Context: an optimization exercise on an open-source flow, tuned for small area, a short achievable clock period and few clock cycles. The choices shown serve that exercise and are no tape-out recipe. At most, simulation tests tie the RTL to the original design; equivalence was not proved. No functional check of the RTL was part of run 1. Power figures rest on the tool's default switching activity, not on a simulated workload.

==> flow/design.v, too long to show whole: its modules and the start of the top module <==
// module rtc_fields_to_epoch_seconds_unit: 1322 lines
module rtc_fields_to_epoch_seconds_unit (
  input  logic      clk,
  input  logic      rst,
  input  logic      start,
  output logic      busy,
  input  rfes_pkg::rfes_in_t  fields,
  output logic      done,
  output rfes_pkg::rfes_out_t result,
  input  logic      cfg_write,
  input  logic      cfg_index,
  input  logic      cfg_data
);
  // ...
==> flow/flow/run.sh <==
#!/bin/bash
# Standard layout, with the port buffers made of the smallest buffer cell and
# Yosys's generic fine-grained ABC pass skipped, so that the adders written as
# gates reach full-adder extraction as written.
set -euo pipefail
bash standard.sh SYNTH_ARGS=-noabc BUFFER_PORTS_ARGS="-buffer_cell sky130_fd_sc_hd__buf_1" finish > standard_flow.log 2>&1
==> flow/standard.sh <==
#!/bin/bash
# synth_recipe.tcl (not shown) runs the flow's synth.tcl, then flattens the netlist and writes it again
# the make line also repeats each setting of config.mk as NAME=value (left out here)
make -C /OpenROAD-flow-scripts/flow DESIGN_CONFIG=/design/flow/config.mk WORK_HOME=/design/flow/orfs CLKGATE_MAP_FILE= SYNTH_SCRIPT=/design/flow/synth_recipe.tcl "${@:-finish}"
==> flow/config.mk <==
export PLATFORM = sky130hd
export DESIGN_NAME = rtc_fields_to_epoch_seconds_unit
export DESIGN_NICKNAME = rtc_fields_to_epoch_seconds_unit
export VERILOG_FILES = /design/flow/design.v
export SDC_FILE = /design/flow/constraint.sdc
export NUM_CORES = 4
export LEC_CHECK = 0
export CAP_MARGIN = 20
export CORE_MARGIN = 2
export CORE_UTILIZATION = 40
export CTS_BUF_LIST = sky130_fd_sc_hd__clkbuf_8
export SETUP_SLACK_MARGIN = 4.2
export SLEW_MARGIN = 20
==> flow/constraint.sdc <==
create_clock -name core_clock -period 8.0 [get_ports {clk}]
set_input_delay 1.6000 -clock core_clock [delete_from_list [all_inputs] [get_ports {clk}]]
set_output_delay 1.6000 -clock core_clock [all_outputs]
set_load 0.01 [all_outputs]
==> results.json, run 1 <==
{
  "status": "complete, no violations",
  "synth_top_cell_by_area": "dfxtp_1",
  "dp.cells": 890,
  "yosys.area_share.simple_pct": 11.50,
  "min_path_cells": 0,
  "fill_cells": 1535,
  "antennaDiodeCount": 0,
  "tapCellCount": 216,
  "synth_common_cells": "dfxtp_1, fa_1, inv_1, ha_1, nor2_1",
  "nonClkBufAreaFrac_pct": 5.171,
  "cp_cell_sequence": "ha_4, o211ai_1, a21oi_2, o2111ai_2, a31oi_2, buf_4, o31a_1, buf_2",
  "final_cell_mix": "dfxtp_1, buf_1, fa_1, inv_1, ha_1",
  "p_int_w": 0.002131,
  "wl_met1_um": 6563,
  "nClkBuffers": 12,
  "postCtsSetupRepairBufs": 3,
  "synthMuxAreaShare_pct": 0.4967,
  "wire_per_inst_um": 15.79,
  "grt_pass1_wl_um": 23590,
  "path_class": "register to primary output",
  "drv_cap": 0,
  "use_met3_pct": 4.114,
  "power_density_mw_per_mm2": 512.3,
  "grt_max_degree": 30,
  "cts_tree": "yes",
  "clockBufferDepth": 2,
  "peakVddDrop_uv": 336.7,
  "io_pins": 89,
  "holdBufCountCts": 0,
  "largestClassByArea": "multi-input combinational cells",
  "fin_tns_setup_ns": 0,
  "cts.clk_slew.worst_paths_ns": 0.10,
  "synth_nets": 825,
  "routed.top_layer": "met4",
  "antenna_left": 0,
  "cts.htree.levels": 3,
  "cp.arrival_ns": 2.19,
  "sw_frac_of_total_pct": 43.27,
  "syn_inst": 630,
  "holdCritStartpoint": "sec_q[0]$_DFF_P_",
  "timing.rr.end": "lo_q_16$_DFF_P_",
  "crit_path_end": "result[31]",
  "yosys-top-cells-area": "dfxtp_1, fa_1, ha_1"
}
==> run 2: changes to the inputs <==
--- a/flow/design.v
+++ b/flow/design.v
@@ -953,30 +953,16 @@
   logic t438;
   logic t439;
   logic t440;
   logic t441;
   logic t442;
   logic t443;
   logic t444;
   logic t445;
-  logic t446;
-  logic t447;
-  logic t448;
-  logic t449;
-  logic t450;
-  logic t451;
-  logic t452;
-  logic t453;
-  logic t454;
-  logic t455;
-  logic t456;
-  logic t457;
-  logic t458;
-  logic t459;
   assign t161 = ~q_q[0] ^ day_q[0];
   assign t162 = ~q_q[0] & day_q[0];
   assign t163 = ~q_q[1] ^ day_q[1] ^ day_q[0];
   assign t164 = (~q_q[1] & day_q[1]) | (day_q[0] & (~q_q[1] ^ day_q[1]));
   assign t165 = ~q_q[2] ^ day_q[2];
   assign t166 = ~q_q[2] & day_q[2];
   assign t167 = ~q_q[3] ^ day_q[3] ^ day_q[2];
   assign t168 = (~q_q[3] & day_q[3]) | (day_q[2] & (~q_q[3] ^ day_q[3]));
@@ -1141,141 +1127,127 @@
   assign t327 = t281 ^ t280;
   assign t328 = t283 ^ t282;
   assign t329 = t285 ^ t284;
   assign t330 = t287 ^ t286;
   assign t331 = t289 ^ t288;
   assign t332 = t291 ^ t290;
   assign t333 = t293 ^ t292;
   assign t334 = t295 ^ t294;
-  assign t335 = t297 ^ t296;
-  assign t336 = t299 ^ t298;
-  assign t337 = 1'b0 ^ 1'b0;
-  assign t338 = 1'b1 & t269;
-  assign t339 = t271 & t270;
-  assign t340 = t273 & t272;
-  assign t341 = t275 & t274;
-  assign t342 = t277 & t276;
-  assign t343 = t279 & t278;
-  assign t344 = t281 & t280;
-  assign t345 = t283 & t282;
-  assign t346 = t285 & t284;
-  assign t347 = t287 & t286;
-  assign t348 = t289 & t288;
-  assign t349 = t291 & t290;
-  assign t350 = t293 & t292;
-  assign t351 = t295 & t294;
-  assign t352 = t297 & t296;
-  assign t353 = t299 & t298;
-  assign t354 = 1'b0 & 1'b0;
-  assign t355 = t339 | (t322 & t338);
-  assign t356 = t322 & t321;
-  assign t357 = t341 | (t324 & t340);
-  assign t358 = t324 & t323;
-  assign t359 = t343 | (t326 & t342);
-  assign t360 = t326 & t325;
-  assign t361 = t345 | (t328 & t344);
-  assign t362 = t328 & t327;
-  assign t363 = t347 | (t330 & t346);
-  assign t364 = t330 & t329;
-  assign t365 = t349 | (t332 & t348);
-  assign t366 = t332 & t331;
-  assign t367 = t351 | (t334 & t350);
-  assign t368 = t334 & t333;
-  assign t369 = t353 | (t336 & t352);
-  assign t370 = t336 & t335;
-  assign t371 = t340 | (t323 & t355);
-  assign t372 = t323 & t356;
-  assign t373 = t357 | (t358 & t355);
-  assign t374 = t358 & t356;
-  assign t375 = t344 | (t327 & t359);
-  assign t376 = t327 & t360;
-  assign t377 = t361 | (t362 & t359);
-  assign t378 = t362 & t360;
-  assign t379 = t348 | (t331 & t363);
-  assign t380 = t331 & t364;
-  assign t381 = t365 | (t366 & t363);
-  assign t382 = t366 & t364;
-  assign t383 = t352 | (t335 & t367);
-  assign t384 = t335 & t368;
-  assign t385 = t369 | (t370 & t367);
-  assign t386 = t370 & t368;
-  assign t387 = t342 | (t325 & t373);
-  assign t388 = t325 & t374;
-  assign t389 = t359 | (t360 & t373);
-  assign t390 = t360 & t374;
-  assign t391 = t375 | (t376 & t373);
-  assign t392 = t376 & t374;
-  assign t393 = t377 | (t378 & t373);
-  assign t394 = t378 & t374;
-  assign t395 = t350 | (t333 & t381);
-  assign t396 = t333 & t382;
-  assign t397 = t367 | (t368 & t381);
-  assign t398 = t368 & t382;
-  assign t399 = t383 | (t384 & t381);
-  assign t400 = t384 & t382;
-  assign t401 = t385 | (t386 & t381);
-  assign t402 = t386 & t382;
-  assign t403 = t346 | (t329 & t393);
-  assign t404 = t329 & t394;
-  assign t405 = t363 | (t364 & t393);
-  assign t406 = t364 & t394;
-  assign t407 = t379 | (t380 & t393);
-  assign t408 = t380 & t394;
-  assign t409 = t381 | (t382 & t393);
-  assign t410 = t382 & t394;
-  assign t411 = t395 | (t396 & t393);
-  assign t412 = t396 & t394;
-  assign t413 = t397 | (t398 & t393);
-  assign t414 = t398 & t394;
-  assign t415 = t399 | (t400 & t393);
-  assign t416 = t400 & t394;
-  assign t417 = t401 | (t402 & t393);
-  assign t418 = t402 & t394;
-  assign t419 = t354 | (t337 & t417);
-  assign t420 = t322 ^ t338;
-  assign t421 = t323 ^ t355;
-  assign t422 = t324 ^ t371;
-  assign t423 = t325 ^ t373;
-  assign t424 = t326 ^ t387;
-  assign t425 = t327 ^ t389;
-  assign t426 = t328 ^ t391;
-  assign t427 = t329 ^ t393;
-  assign t428 = t330 ^ t403;
-  assign t429 = t331 ^ t405;
-  assign t430 = t332 ^ t407;
-  assign t431 = t333 ^ t409;
-  assign t432 = t334 ^ t411;
-  assign t433 = t335 ^ t413;
-  assign t434 = t336 ^ t415;
-  assign t435 = t337 ^ t417;
-  assign t436 = t301 ^ t300;
-  assign t437 = t301 & t300;
-  assign t438 = t303 ^ t302;
-  assign t439 = t303 & t302;
-  assign t440 = t305 ^ t304;
-  assign t441 = t305 & t304;
-  assign t442 = t307 ^ t306;
-  assign t443 = t307 & t306;
-  assign t444 = t309 ^ t308;
-  assign t445 = t309 & t308;
-  assign t446 = t311 ^ t310;
-  assign t447 = t311 & t310;
-  assign t448 = t313 ^ t312;
-  assign t449 = t313 & t312;
-  assign t450 = t315 ^ t314;
-  assign t451 = t315 & t314;
-  assign t452 = t317 ^ t316;
-  assign t453 = t317 & t316;
-  assign t454 = t319 ^ t318;
-  assign t455 = t319 & t318;
-  assign t456 = q_q[1] ^ t320;
-  assign t457 = q_q[1] & t320;
-  assign t458 = q_q[2] ^ 1'b1;
-  assign t459 = q_q[2] & 1'b1;
+  assign t335 = 1'b0 ^ 1'b0;
+  assign t336 = 1'b1 & t269;
+  assign t337 = t271 & t270;
+  assign t338 = t273 & t272;
+  assign t339 = t275 & t274;
+  assign t340 = t277 & t276;
+  assign t341 = t279 & t278;
+  assign t342 = t281 & t280;
+  assign t343 = t283 & t282;
+  assign t344 = t285 & t284;
+  assign t345 = t287 & t286;
+  assign t346 = t289 & t288;
+  assign t347 = t291 & t290;
+  assign t348 = t293 & t292;
+  assign t349 = t295 & t294;
+  assign t350 = 1'b0 & 1'b0;
+  assign t351 = t337 | (t322 & t336);
+  assign t352 = t322 & t321;
+  assign t353 = t339 | (t324 & t338);
+  assign t354 = t324 & t323;
+  assign t355 = t341 | (t326 & t340);
+  assign t356 = t326 & t325;
+  assign t357 = t343 | (t328 & t342);
+  assign t358 = t328 & t327;
+  assign t359 = t345 | (t330 & t344);
+  assign t360 = t330 & t329;
+  assign t361 = t347 | (t332 & t346);
+  assign t362 = t332 & t331;
+  assign t363 = t349 | (t334 & t348);
+  assign t364 = t334 & t333;
+  assign t365 = t338 | (t323 & t351);
+  assign t366 = t323 & t352;
+  assign t367 = t353 | (t354 & t351);
+  assign t368 = t354 & t352;
+  assign t369 = t342 | (t327 & t355);
+  assign t370 = t327 & t356;
+  assign t371 = t357 | (t358 & t355);
+  assign t372 = t358 & t356;
+  assign t373 = t346 | (t331 & t359);
+  assign t374 = t331 & t360;
+  assign t375 = t361 | (t362 & t359);
+  assign t376 = t362 & t360;
+  assign t377 = t350 | (t335 & t363);
+  assign t378 = t340 | (t325 & t367);
+  assign t379 = t325 & t368;
+  assign t380 = t355 | (t356 & t367);
+  assign t381 = t356 & t368;
+  assign t382 = t369 | (t370 & t367);
+  assign t383 = t370 & t368;
+  assign t384 = t371 | (t372 & t367);
+  assign t385 = t372 & t368;
+  assign t386 = t348 | (t333 & t375);
+  assign t387 = t333 & t376;
+  assign t388 = t363 | (t364 & t375);
+  assign t389 = t364 & t376;
+  assign t390 = t377 | (t335 & t375);
+  assign t391 = t344 | (t329 & t384);
+  assign t392 = t329 & t385;
+  assign t393 = t359 | (t360 & t384);
+  assign t394 = t360 & t385;
+  assign t395 = t373 | (t374 & t384);
+  assign t396 = t374 & t385;
+  assign t397 = t375 | (t376 & t384);
+  assign t398 = t376 & t385;
+  assign t399 = t386 | (t387 & t384);
+  assign t400 = t387 & t385;
+  assign t401 = t388 | (t389 & t384);
+  assign t402 = t389 & t385;
+  assign t403 = t390 | (t335 & t384);
+  assign t404 = t322 ^ t336;
+  assign t405 = t323 ^ t351;
+  assign t406 = t324 ^ t365;
+  assign t407 = t325 ^ t367;
+  assign t408 = t326 ^ t378;
+  assign t409 = t327 ^ t380;
+  assign t410 = t328 ^ t382;
+  assign t411 = t329 ^ t384;
+  assign t412 = t330 ^ t391;
+  assign t413 = t331 ^ t393;
+  assign t414 = t332 ^ t395;
+  assign t415 = t333 ^ t397;
+  assign t416 = t334 ^ t399;
+  assign t417 = t335 ^ t401;
+  assign t418 = t297 ^ t296;
+  assign t419 = t297 & t296;
+  assign t420 = t299 ^ t298;
+  assign t421 = t299 & t298;
+  assign t422 = t301 ^ t300;
+  assign t423 = t301 & t300;
+  assign t424 = t303 ^ t302;
+  assign t425 = t303 & t302;
+  assign t426 = t305 ^ t304;
+  assign t427 = t305 & t304;
+  assign t428 = t307 ^ t306;
+  assign t429 = t307 & t306;
+  assign t430 = t309 ^ t308;
+  assign t431 = t309 & t308;
+  assign t432 = t311 ^ t310;
+  assign t433 = t311 & t310;
+  assign t434 = t313 ^ t312;
+  assign t435 = t313 & t312;
+  assign t436 = t315 ^ t314;
+  assign t437 = t315 & t314;
+  assign t438 = t317 ^ t316;
+  assign t439 = t317 & t316;
+  assign t440 = t319 ^ t318;
+  assign t441 = t319 & t318;
+  assign t442 = q_q[1] ^ t320;
+  assign t443 = q_q[1] & t320;
+  assign t444 = q_q[2] ^ 1'b1;
+  assign t445 = q_q[2] & 1'b1;
   logic        v2_q;
   logic        err2_q;
   logic        lo_q_0;
   logic        lo_q_1;
   logic        lo_q_2;
   logic        lo_q_3;
   logic        lo_q_4;
   logic        lo_q_5;
@@ -1284,19 +1256,21 @@
   logic        lo_q_8;
   logic        lo_q_9;
   logic        lo_q_10;
   logic        lo_q_11;
   logic        lo_q_12;
   logic        lo_q_13;
   logic        lo_q_14;
   logic        lo_q_15;
-  logic        lo_q_16;
-  logic        lo_q_17;
   logic        cy_q;
+  logic        p_q_16;
+  logic        g_q_16;
+  logic        p_q_17;
+  logic        g_q_17;
   logic        p_q_18;
   logic        g_q_18;
   logic        p_q_19;
   logic        g_q_19;
   logic        p_q_20;
   logic        g_q_20;
   logic        p_q_21;
   logic        g_q_21;
@@ -1325,59 +1299,75 @@
       v2_q <= v_q;
     end
   end
   always_ff @(posedge clk) begin
     err2_q <= err_q;
     lo_q_0 <= sec_q[0];
     lo_q_1 <= sec_q[1];
     lo_q_2 <= t321;
-    lo_q_3 <= t420;
-    lo_q_4 <= t421;
-    lo_q_5 <= t422;
-    lo_q_6 <= t423;
-    lo_q_7 <= t424;
-    lo_q_8 <= t425;
-    lo_q_9 <= t426;
-    lo_q_10 <= t427;
-    lo_q_11 <= t428;
-    lo_q_12 <= t429;
-    lo_q_13 <= t430;
-    lo_q_14 <= t431;
-    lo_q_15 <= t432;
-    lo_q_16 <= t433;
-    lo_q_17 <= t434;
-    cy_q <= t435;
-    p_q_18 <= t436;
-    g_q_18 <= t437;
-    p_q_19 <= t438;
-    g_q_19 <= t439;
-    p_q_20 <= t440;
-    g_q_20 <= t441;
-    p_q_21 <= t442;
-    g_q_21 <= t443;
-    p_q_22 <= t444;
-    g_q_22 <= t445;
-    p_q_23 <= t446;
-    g_q_23 <= t447;
-    p_q_24 <= t448;
-    g_q_24 <= t449;
-    p_q_25 <= t450;
-    g_q_25 <= t451;
-    p_q_26 <= t452;
-    g_q_26 <= t453;
-    p_q_27 <= t454;
-    g_q_27 <= t455;
-    p_q_28 <= t456;
-    g_q_28 <= t457;
-    p_q_29 <= t458;
-    g_q_29 <= t459;
+    lo_q_3 <= t404;
+    lo_q_4 <= t405;
+    lo_q_5 <= t406;
+    lo_q_6 <= t407;
+    lo_q_7 <= t408;
+    lo_q_8 <= t409;
+    lo_q_9 <= t410;
+    lo_q_10 <= t411;
+    lo_q_11 <= t412;
+    lo_q_12 <= t413;
+    lo_q_13 <= t414;
+    lo_q_14 <= t415;
+    lo_q_15 <= t416;
+    cy_q <= t417;
+    p_q_16 <= t418;
+    g_q_16 <= t419;
+    p_q_17 <= t420;
+    g_q_17 <= t421;
+    p_q_18 <= t422;
+    g_q_18 <= t423;
+    p_q_19 <= t424;
+    g_q_19 <= t425;
+    p_q_20 <= t426;
+    g_q_20 <= t427;
+    p_q_21 <= t428;
+    g_q_21 <= t429;
+    p_q_22 <= t430;
+    g_q_22 <= t431;
+    p_q_23 <= t432;
+    g_q_23 <= t433;
+    p_q_24 <= t434;
+    g_q_24 <= t435;
+    p_q_25 <= t436;
+    g_q_25 <= t437;
+    p_q_26 <= t438;
+    g_q_26 <= t439;
+    p_q_27 <= t440;
+    g_q_27 <= t441;
+    p_q_28 <= t442;
+    g_q_28 <= t443;
+    p_q_29 <= t444;
+    g_q_29 <= t445;
     p_q_30 <= q_q[3];
     p_q_31 <= q_q[4];
   end
+  logic t446;
+  logic t447;
+  logic t448;
+  logic t449;
+  logic t450;
+  logic t451;
+  logic t452;
+  logic t453;
+  logic t454;
+  logic t455;
+  logic t456;
+  logic t457;
+  logic t458;
+  logic t459;
   logic t460;
   logic t461;
   logic t462;
   logic t463;
   logic t464;
   logic t465;
   logic t466;
   logic t467;
@@ -1435,79 +1425,93 @@
   logic t519;
   logic t520;
   logic t521;
   logic t522;
   logic t523;
   logic t524;
   logic t525;
   logic t526;
-  assign t460 = g_q_18 | (p_q_18 & cy_q);
-  assign t461 = p_q_18 & 1'b0;
-  assign t462 = g_q_20 | (p_q_20 & g_q_19);
-  assign t463 = p_q_20 & p_q_19;
-  assign t464 = g_q_22 | (p_q_22 & g_q_21);
-  assign t465 = p_q_22 & p_q_21;
-  assign t466 = g_q_24 | (p_q_24 & g_q_23);
-  assign t467 = p_q_24 & p_q_23;
-  assign t468 = g_q_26 | (p_q_26 & g_q_25);
-  assign t469 = p_q_26 & p_q_25;
-  assign t470 = g_q_28 | (p_q_28 & g_q_27);
-  assign t471 = p_q_28 & p_q_27;
-  assign t472 = 1'b0 | (p_q_30 & g_q_29);
-  assign t473 = p_q_30 & p_q_29;
-  assign t474 = g_q_19 | (p_q_19 & t460);
-  assign t475 = p_q_19 & t461;
-  assign t476 = t462 | (t463 & t460);
-  assign t477 = t463 & t461;
-  assign t478 = g_q_23 | (p_q_23 & t464);
-  assign t479 = p_q_23 & t465;
-  assign t480 = t466 | (t467 & t464);
-  assign t481 = t467 & t465;
-  assign t482 = g_q_27 | (p_q_27 & t468);
-  assign t483 = p_q_27 & t469;
-  assign t484 = t470 | (t471 & t468);
-  assign t485 = t471 & t469;
-  assign t486 = 1'b0 | (p_q_31 & t472);
-  assign t487 = g_q_21 | (p_q_21 & t476);
-  assign t488 = p_q_21 & t477;
-  assign t489 = t464 | (t465 & t476);
-  assign t490 = t465 & t477;
-  assign t491 = t478 | (t479 & t476);
-  assign t492 = t479 & t477;
-  assign t493 = t480 | (t481 & t476);
-  assign t494 = t481 & t477;
-  assign t495 = g_q_29 | (p_q_29 & t484);
-  assign t496 = p_q_29 & t485;
-  assign t497 = t472 | (t473 & t484);
-  assign t498 = t473 & t485;
-  assign t499 = t486 | (p_q_31 & t484);
-  assign t500 = g_q_25 | (p_q_25 & t493);
-  assign t501 = p_q_25 & t494;
-  assign t502 = t468 | (t469 & t493);
-  assign t503 = t469 & t494;
-  assign t504 = t482 | (t483 & t493);
-  assign t505 = t483 & t494;
-  assign t506 = t484 | (t485 & t493);
-  assign t507 = t485 & t494;
-  assign t508 = t495 | (t496 & t493);
-  assign t509 = t496 & t494;
-  assign t510 = t497 | (t498 & t493);
-  assign t511 = t498 & t494;
-  assign t512 = t499 | (p_q_31 & t493);
-  assign t513 = p_q_18 ^ cy_q;
-  assign t514 = p_q_19 ^ t460;
-  assign t515 = p_q_20 ^ t474;
-  assign t516 = p_q_21 ^ t476;
-  assign t517 = p_q_22 ^ t487;
-  assign t518 = p_q_23 ^ t489;
-  assign t519 = p_q_24 ^ t491;
-  assign t520 = p_q_25 ^ t493;
-  assign t521 = p_q_26 ^ t500;
-  assign t522 = p_q_27 ^ t502;
-  assign t523 = p_q_28 ^ t504;
-  assign t524 = p_q_29 ^ t506;
-  assign t525 = p_q_30 ^ t508;
-  assign t526 = p_q_31 ^ t510;
-  assign epoch = {t526, t525, t524, t523, t522, t521, t520, t519, t518, t517, t516, t515, t514, t513, lo_q_17, lo_q_16, lo_q_15, lo_q_14, lo_q_13, lo_q_12, lo_q_11, lo_q_10, lo_q_9, lo_q_8, lo_q_7, lo_q_6, lo_q_5, lo_q_4, lo_q_3, lo_q_2, lo_q_1, lo_q_0};
+  assign t446 = g_q_16 | (p_q_16 & cy_q);
+  assign t447 = p_q_16 & 1'b0;
+  assign t448 = g_q_18 | (p_q_18 & g_q_17);
+  assign t449 = p_q_18 & p_q_17;
+  assign t450 = g_q_20 | (p_q_20 & g_q_19);
+  assign t451 = p_q_20 & p_q_19;
+  assign t452 = g_q_22 | (p_q_22 & g_q_21);
+  assign t453 = p_q_22 & p_q_21;
+  assign t454 = g_q_24 | (p_q_24 & g_q_23);
+  assign t455 = p_q_24 & p_q_23;
+  assign t456 = g_q_26 | (p_q_26 & g_q_25);
+  assign t457 = p_q_26 & p_q_25;
+  assign t458 = g_q_28 | (p_q_28 & g_q_27);
+  assign t459 = p_q_28 & p_q_27;
+  assign t460 = 1'b0 | (p_q_30 & g_q_29);
+  assign t461 = p_q_30 & p_q_29;
+  assign t462 = g_q_17 | (p_q_17 & t446);
+  assign t463 = p_q_17 & t447;
+  assign t464 = t448 | (t449 & t446);
+  assign t465 = t449 & t447;
+  assign t466 = g_q_21 | (p_q_21 & t450);
+  assign t467 = p_q_21 & t451;
+  assign t468 = t452 | (t453 & t450);
+  assign t469 = t453 & t451;
+  assign t470 = g_q_25 | (p_q_25 & t454);
+  assign t471 = p_q_25 & t455;
+  assign t472 = t456 | (t457 & t454);
+  assign t473 = t457 & t455;
+  assign t474 = g_q_29 | (p_q_29 & t458);
+  assign t475 = p_q_29 & t459;
+  assign t476 = t460 | (t461 & t458);
+  assign t477 = t461 & t459;
+  assign t478 = g_q_19 | (p_q_19 & t464);
+  assign t479 = p_q_19 & t465;
+  assign t480 = t450 | (t451 & t464);
+  assign t481 = t451 & t465;
+  assign t482 = t466 | (t467 & t464);
+  assign t483 = t467 & t465;
+  assign t484 = t468 | (t469 & t464);
+  assign t485 = t469 & t465;
+  assign t486 = g_q_27 | (p_q_27 & t472);
+  assign t487 = p_q_27 & t473;
+  assign t488 = t458 | (t459 & t472);
+  assign t489 = t459 & t473;
+  assign t490 = t474 | (t475 & t472);
+  assign t491 = t475 & t473;
+  assign t492 = t476 | (t477 & t472);
+  assign t493 = t477 & t473;
+  assign t494 = g_q_23 | (p_q_23 & t484);
+  assign t495 = p_q_23 & t485;
+  assign t496 = t454 | (t455 & t484);
+  assign t497 = t455 & t485;
+  assign t498 = t470 | (t471 & t484);
+  assign t499 = t471 & t485;
+  assign t500 = t472 | (t473 & t484);
+  assign t501 = t473 & t485;
+  assign t502 = t486 | (t487 & t484);
+  assign t503 = t487 & t485;
+  assign t504 = t488 | (t489 & t484);
+  assign t505 = t489 & t485;
+  assign t506 = t490 | (t491 & t484);
+  assign t507 = t491 & t485;
+  assign t508 = t492 | (t493 & t484);
+  assign t509 = t493 & t485;
+  assign t510 = 1'b0 | (p_q_31 & t508);
+  assign t511 = p_q_16 ^ cy_q;
+  assign t512 = p_q_17 ^ t446;
+  assign t513 = p_q_18 ^ t462;
+  assign t514 = p_q_19 ^ t464;
+  assign t515 = p_q_20 ^ t478;
+  assign t516 = p_q_21 ^ t480;
+  assign t517 = p_q_22 ^ t482;
+  assign t518 = p_q_23 ^ t484;
+  assign t519 = p_q_24 ^ t494;
+  assign t520 = p_q_25 ^ t496;
+  assign t521 = p_q_26 ^ t498;
+  assign t522 = p_q_27 ^ t500;
+  assign t523 = p_q_28 ^ t502;
+  assign t524 = p_q_29 ^ t504;
+  assign t525 = p_q_30 ^ t506;
+  assign t526 = p_q_31 ^ t508;
+  assign epoch = {t526, t525, t524, t523, t522, t521, t520, t519, t518, t517, t516, t515, t514, t513, t512, t511, lo_q_15, lo_q_14, lo_q_13, lo_q_12, lo_q_11, lo_q_10, lo_q_9, lo_q_8, lo_q_7, lo_q_6, lo_q_5, lo_q_4, lo_q_3, lo_q_2, lo_q_1, lo_q_0};
   assign done   = v2_q;
   assign result = {epoch, err2_q};
 endmodule
==> results.json, run 2 <==
{
  "hp-class": "register to register",
  "core_area_mm2": 0.01600,
  "synthArstFlopShare_pct": 0,
  "holdBufCountCts": 0,
  "cp_slowest_cell": "dfxtp_2",
  "final_common_cell": "dfxtp_1",
  "combPwrFrac_pct": 66.9,
  "ys_ff_latch": 95,
  "antenna_left": 0,
  "hold_viol": 0,
  "synth.most_common_cell": "dfxtp_1",
  "cts.clk_slew.worst_paths_ns": 0.08,
  "antennaDiodeCount": 0,
  "status": "complete, no violations",
  "skew_ns": 0.02008,
  "peakVddDrop_uv": 333.2,
  "grt_pass1_vias": 4764,
  "gp_congestion": 0.9157,
  "clockBufferDepth": 2,
  "path_class": "register to primary output",
  "worst-path-buf-inv": 2,
  "overflow": 0,
  "synthesis.area_mm2": 0.006606,
  "die_area_mm2": 0.01756,
  "min_path_cells": 0,
  "syn_to_final_growth_pct": 10.30,
  "p_switching_w": 0.001430,
  "synth_nets": 841,
  "holdCritStartpoint": "sec_q[0]$_DFF_P_",
  "cts.sinks": 95,
  "drc": 0,
  "io_buffers": 87,
  "io_pins": 89,
  "fin_util_pct": 45.54,
  "p_leak_nw": 3.289,
  "clkPwrFrac_pct": 9.7,
  "pwr-share-seq_pct": 23.5,
  "die_w_um": 132.5,
  "timing.rr.end": "cy_q$_DFF_P_",
  "grt_setup_unrepaired": "yes",
  "p_int_w": 0.001863,
  "min_period_ns": 3.783,
  "largest_reg_flops": 12,
  "synth_top_cell_by_area": "dfxtp_1",
  "cp_max_fo": 5,
  "synth_edf_count": 0,
  "r2r-start": "mon_q[1]$_DFF_P_",
  "wire_per_inst_um": 15.15,
  "avgSynthCellArea_um2": 10.23,
  "ff2ff_path_depth": 12,
  "rows": 46,
  "max_clock_freq_ghz": 0.2643,
  "largest-register": "mon_q",
  "r2r_slack_ns": 4.29,
  "sw_frac_of_total_pct": 43.43,
  "grt_pass1_wl_um": 22870,
  "worstSetupStartpointType": "register",
  "vias": 4622,
  "drt_pass1_iterations": 4,
  "synth_common_cells": "dfxtp_1, inv_1, fa_1, ha_1, nor2_1",
  "final_cell_mix": "dfxtp_1, inv_1, buf_1, fa_1, ha_1",
  "cts.htree.levels": 3,
  "synth_top_area_share_pct": 28.79,
  "drv_cap": 0,
  "largestRegisters": "mon_q: 12 flops, min_q: 6 flops, sec_q: 6 flops",
  "fill_cells": 1598,
  "clock-root-buffer": "clkbuf_8",
  "cts_tree": "yes",
  "fin_tns_setup_ns": 0,
  "cp_slowest_stage_delay_ns": 0.33,
  "cts_buffers": 9,
  "dp_hpwl_um": 11710,
  "finalMaxSlewViolations": 0,
  "clkLatencyLatePin_ns": 0.39,
  "ys_seq_area_share_pct": 28.79,
  "endpoint_kind": "primary output",
  "worstMarginPinSlew_ns": 0.8125,
  "antenna_found_initial": 0,
  "initial_core_util_pct": 41.29,
  "grt_use_total_pct": 16.35,
  "slew_headroom_pct": 45.76,
  "setup_viol": 0,
  "layout-drive-gt1-share_pct": 9.705,
  "drt_iter0_drc": 154,
  "yosysWarnings": 1,
  "power_density_mw_per_mm2": 451.9,
  "post-route-period-util_pct": 47.29,
  "wl_um": 14040,
  "ys_dominant_reg_cell": "dfxtp_1",
  "viasPerCell": 4.986,
  "syn_inst": 646,
  "cp_top_family": "compound AO/OA/AOI/OAI gates",
  "crit_required_ns": 6.40,
  "yosys-top-cells-area": "dfxtp_1, fa_1, ha_1",
  "die_h_um": 132.5,
  "fin_nets": 901,
  "synth.distinct_cells": 61,
  "grt_max_degree": 28,
  "cp_cell_sequence": "ha_4, o211ai_1, nand2_2, a311oi_4, buf_6, nor3_2, or2_1, xor2_1, buf_2",
  "cp.arrival_ns": 2.18,
  "whs_endpoint": "lo_q_0$_DFF_P_"
}
[run 2: changes by cell type in the layout (fill, tap and decap cells not counted), sizes merged, moves of 4 or more]
cell,previous run,this run
nor3,15,9
nand3,15,6
inv,75,86
o21ai,14,23
nand2,23,28
o211ai,3,7
or3,1,8
[run 2: worst register-to-register path, cell delays in order, from the launching register on]
cell       delay (ns)
dfxtp_4          0.36
nor2b_1          0.13
or3_1            0.31
or3_4            0.34
ha_2             0.20
fa_1             0.52
fa_1             0.42
ha_2             0.19
or3_4            0.35
o2111ai_4        0.22
a21boi_2         0.10
o221a_2          0.26
or2_1            0.20
[run 2: cells by family (layout without fill, tap and decap cells)]
logic type / Yosys count / after routing / share of synthesized area (%)
multiplexers: 2 / 2 / 0.3409
AO/OA/AOI/OAI: 105 / 105 / 10.55
flip-flops: 95 / 95 / 28.79
buffers and inverters: 124 / 189 / 9.015
AND/OR/NAND/NOR: 148 / 148 / 11.70
adder cells (fa/ha/maj): 141 / 141 / 35.57
other: 1 / 1 / 0.05676
XOR/XNOR: 30 / 30 / 3.977
[run 2: final cells by class]
type	count	area [um2]	share of cell area [%]
Timing Repair Buffer	91	367.9	5.048
Inverter	82	307.8	4.224
Tap cell	216	270.3	3.709
Multi-Input combinational cell	427	4230	58.05
Clock buffer	9	123.9	1.700
Clock inverter	7	70.07	0.9615
Sequential cell	95	1917	26.30
[run 2: repair_timing]
item                       CTS  global route
pin swaps                   10             9
gates resized for setup     18            26
setup endpoints to repair   11            14
setup buffers                2             2
[run 2: worst max-delay path by stage]
stage | cells after the start | startpoint | slack [ns] | end
floorplan | 12 | mon_q[1]$_DFF_P_ | 4.39 | cy_q$_DFF_P_
global placement | 12 | mon_q[1]$_DFF_P_ | 4.19 | cy_q$_DFF_P_
detailed placement | 12 | mon_q[1]$_DFF_P_ | 4.14 | cy_q$_DFF_P_
CTS | 9 | p_q_16$_DFF_P_ | 4.12 | result[31]
global route | 9 | p_q_16$_DFF_P_ | 4.07 | result[31]
finish | 9 | p_q_16$_DFF_P_ | 4.22 | result[31]
[run 2: power groups by stage]
stage / clock network, W / registers, W / logic (W)
final: 0.000319 / 0.000772 / 0.00220
after global routing: 0.000345 / 0.000792 / 0.00251
after CTS: 0.000331 / 0.000768 / 0.00208
after detailed placement: 0 / 0.000776 / 0.00201
after global placement: 0 / 0.000773 / 0.00194
after floorplan: 0 / 0.000741 / 0.00168
[run 2: through the flow]
| stage | setup WS [ns] | instances | hold WS (ns) | total power, W | cell area, um2 |
|---|---|---|---|---|---|
| 3_5_place_dp | 4.141 | 907 | 0.3132 | 0.002784 | 6915 |
| 4_1_cts | 4.124 | 925 | 0.3349 | 0.003182 | 7176 |
| 2_1_floorplan | 4.386 | 646 | 0.3096 | 0.002417 | 6606 |
| 5_1_grt | 4.067 | 927 | 0.3449 | 0.003653 | 7287 |
| 6_report | 4.217 | 927 | 0.3312 | 0.003293 | 7287 |
| 3_3_place_gp | 4.187 | 907 | 0.3095 | 0.002712 | 6915 |
[run 2: per-layer routing]
layer	global-route usage [%]	wire length, um	vias to the layer above
met1	21.49	6642	2241
met3	2.874	562	25
met5	0	0	-
met2	26.14	6447	112
li1	-	-	2244
met4	7.885	390	0
Testbench counts of run 2, summed over its fixed seeds: cycles 2,112.
==> run 3: changes to the inputs <==
--- a/flow/config.mk
+++ b/flow/config.mk
@@ -9,5 +9,5 @@
 export CORE_MARGIN = 2
 export CORE_UTILIZATION = 40
 export CTS_BUF_LIST = sky130_fd_sc_hd__clkbuf_8
-export SETUP_SLACK_MARGIN = 4.2
+export SETUP_SLACK_MARGIN = 4.5
 export SLEW_MARGIN = 20
==> results.json, run 3 <==
{
  "status": "complete, no violations",
  "synth_edf_count": 0,
  "initial_core_util_pct": 41.29,
  "wl_met1_um": 6676,
  "synth.distinct_cells": 61,
  "synth.most_common_cell": "dfxtp_1",
  "largestRegisters": "mon_q: 12 flops, min_q: 6 flops, sec_q: 6 flops",
  "rows": 46,
  "routed-wl-met3_um": 551,
  "dp_hpwl_um": 11730,
  "largest-register": "mon_q",
  "wl_um": 14200,
  "yosys-top-cells-area": "dfxtp_1, fa_1, ha_1",
  "post-route-period-util_pct": 47.38,
  "avgSynthCellArea_um2": 10.23,
  "synthArstFlopShare_pct": 0,
  "endpoint_kind": "primary output",
  "grt_pass1_vias": 4829,
  "worstSetupStartpointType": "register",
  "layout-drive-gt1-share_pct": 14.03,
  "grt_pass1_wl_um": 23520,
  "worstMarginPinSlew_ns": 0.8426,
  "yosysWarnings": 1,
  "die_h_um": 132.5,
  "path_class": "register to primary output",
  "viasPerCell": 5.013,
  "die_w_um": 132.5,
  "peakVddDrop_uv": 313.8,
  "finalMaxSlewViolations": 0,
  "drc": 0,
  "wire_per_inst_um": 15.28,
  "cp_slowest_cell": "dfxtp_2",
  "syn_to_final_growth_pct": 13.41,
  "synth_top_area_share_pct": 28.79,
  "fin_tns_setup_ns": 0,
  "synth_nets": 841,
  "ys_seq_area_share_pct": 28.79,
  "antennaDiodeCount": 0,
  "clock-root-buffer": "clkbuf_8",
  "grt_use_total_pct": 16.89,
  "drt_pass1_iterations": 4,
  "layout.cells.non_filler": 929,
  "skew_ns": 0.02177,
  "clkLatencyLatePin_ns": 0.39,
  "holdCritStartpoint": "sec_q[0]$_DFF_P_",
  "synth_top_cell_by_area": "dfxtp_1",
  "met2_length_um": 6639,
  "routed.top_layer": "met4",
  "holdBufCountCts": 0,
  "vias": 4657,
  "slew_headroom_pct": 43.75,
  "final_cell_mix": "inv_1, dfxtp_1, fa_1, buf_1, ha_1",
  "drv_cap": 0,
  "synthesis.area_mm2": 0.006606,
  "synth_common_cells": "dfxtp_1, inv_1, fa_1, ha_1, nor2_1",
  "fin_nets": 904,
  "drt_iter0_drc": 179,
  "clockBufferDepth": 2,
  "io_buffers": 87,
  "die_area_mm2": 0.01756,
  "dp.cells": 907,
  "cts.clk_slew.worst_paths_ns": 0.08,
  "syn_inst": 646,
  "cts.sinks": 95,
  "cts_tree": "yes",
  "cp_slowest_stage_delay_ns": 0.33,
  "grt_max_degree": 28,
  "ys_dominant_reg_cell": "dfxtp_1",
  "p_leak_nw": 3.339,
  "cts.htree.levels": 3,
  "cts_buffers": 9,
  "cp_cell_sequence": "ha_4, o211ai_1, nand2_2, a311oi_4, buf_6, nor3_4, or2_1, a22o_1, buf_2",
  "hp-class": "register to register",
  "io_pins": 89,
  "gp_congestion": 0.9107,
  "core_area_mm2": 0.01600,
  "max_clock_freq_ghz": 0.2638,
  "r2r_slack_ns": 4.25,
  "antenna_found_initial": 0,
  "ys_ff_latch": 95,
  "power_density_mw_per_mm2": 491.3,
  "cp.arrival_ns": 2.19,
  "setup_viol": 0,
  "antenna_left": 0,
  "hold_viol": 0,
  "critPathLaunch": "p_q_16$_DFF_P_",
  "min_period_ns": 3.790,
  "grt_setup_unrepaired": "yes",
  "cp_max_fo": 5,
  "r2r-start": "mon_q[1]$_DFF_P_",
  "crit_required_ns": 6.40,
  "largest_reg_flops": 12,
  "overflow": 0
}
-- run 3: power by group --
group | switching, W | total [W] | internal, W
clock network | 0.000171 | 0.000316 | 0.000145
logic | 0.00130 | 0.00259 | 0.00128
registers | 0.000115 | 0.000779 | 0.000664
-- run 3: worst max-delay path: cells and delay by family, from the launching register on --
kind,cells,cell delay [ns]
AOI/OAI and AO/OA,3,0.63
adders and majority gates,1,0.15
buffers and inverters,2,0.30
DFF,1,0.33
and+or+nand+nor,3,0.41
-- run 3: final cells by class --
| class | count | area [um2] |
|---|---|---|
| inverters | 82 | 307.8 |
| repair buffers | 94 | 411.6 |
| clock buffers | 9 | 123.9 |
| fillers | 1574 | 8508 |
| well taps | 216 | 270.3 |
| multi-input cells | 427 | 4383 |
| clock inverters | 6 | 66.31 |
| flip-flops and latches | 95 | 1929 |
-- run 3: path summary, 6_finish.rpt --
path                          to  cells after the start
setup / recovery      result[32]                      9
hold reg to reg   lo_q_0$_DFF_P_                      0
setup reg to reg    cy_q$_DFF_P_                     12
hold / removal    lo_q_0$_DFF_P_                      0
-- run 3: cell families (layout without fill, tap and decap cells) --
kind of cell	count (synthesis)	count (layout)	share of synthesized area, %
buffers and inverters	124	191	9.015
AO/OA/AOI/OAI	105	105	10.55
XOR/XNOR	30	30	3.977
adder cells (fa/ha/maj)	141	141	35.57
flip-flops	95	95	28.79
AND/OR/NAND/NOR	148	148	11.70
multiplexers	2	2	0.3409
other	1	1	0.05676
-- run 3: through the flow --
step | setup WS [ns] | cell area, um2 | utilization [%] | hold slack, ns | power, W
finish | 4.210 | 7492 | 46.83 | 0.3323 | 0.003681
global route | 4.068 | 7492 | 46.83 | 0.3487 | 0.004056
CTS | 4.121 | 7357 | 45.98 | 0.3361 | 0.003498
detailed placement | 4.236 | 6939 | 43.37 | 0.3153 | 0.002836
global placement | 4.243 | 6939 | 43.37 | 0.3099 | 0.002781
floorplan | 4.435 | 6630 | - | 0.3096 | 0.002465
-- run 3: what timing repair did --
| action | CTS | global route |
|---|---|---|
| gates resized for setup | 51 | 32 |
| buffers inserted | 4 | 3 |
| endpoints found under the hold margin | 0 | 0 |
| pin swaps | 18 | 14 |
| setup endpoints to repair | 18 | 19 |
-- run 3: layer usage --
| layer | vias to the layer above | global-route usage [%] |
|---|---|---|
| met3 | 23 | 3.448 |
| met2 | 121 | 26.71 |
| met4 | 0 | 7.706 |
| met5 | - | 0 |
| li1 | 2241 | - |
| met1 | 2272 | 22.33 |

[static timing again, ports no longer ideal]
In the flow no input, the clock included, has a driving cell. The finished layouts below were timed again as built, in two steps.
Step 1: set_driving_cell puts a clkbuf_16 on clk and a buf_2 on each other input, an assumption about the parent block.
Step 2 times the ports against the registers' clock, not the clock port: input delays grow and output delays shrink by t, the midpoint of the rising clock arrivals with the driver on.
a / b / c = no drivers / after step 1 / after step 2; a / b = the first two.
run | t (ns) | setup WS [ns] | latest minus earliest clock arrival (ns) | slew at the worst register clock pin (ns)
run 1 | 0.403 | 4.211 / 4.177 / 4.238 | 0.018 / 0.018 | 0.10 / 0.10
run 2 | 0.413 | 4.217 / 4.182 / 4.229 | 0.021 / 0.021 | 0.10 / 0.10
run 3 | 0.416 | 4.210 / 4.171 / 4.248 | 0.022 / 0.022 | 0.10 / 0.10
After both steps every run listed still meets setup and hold.
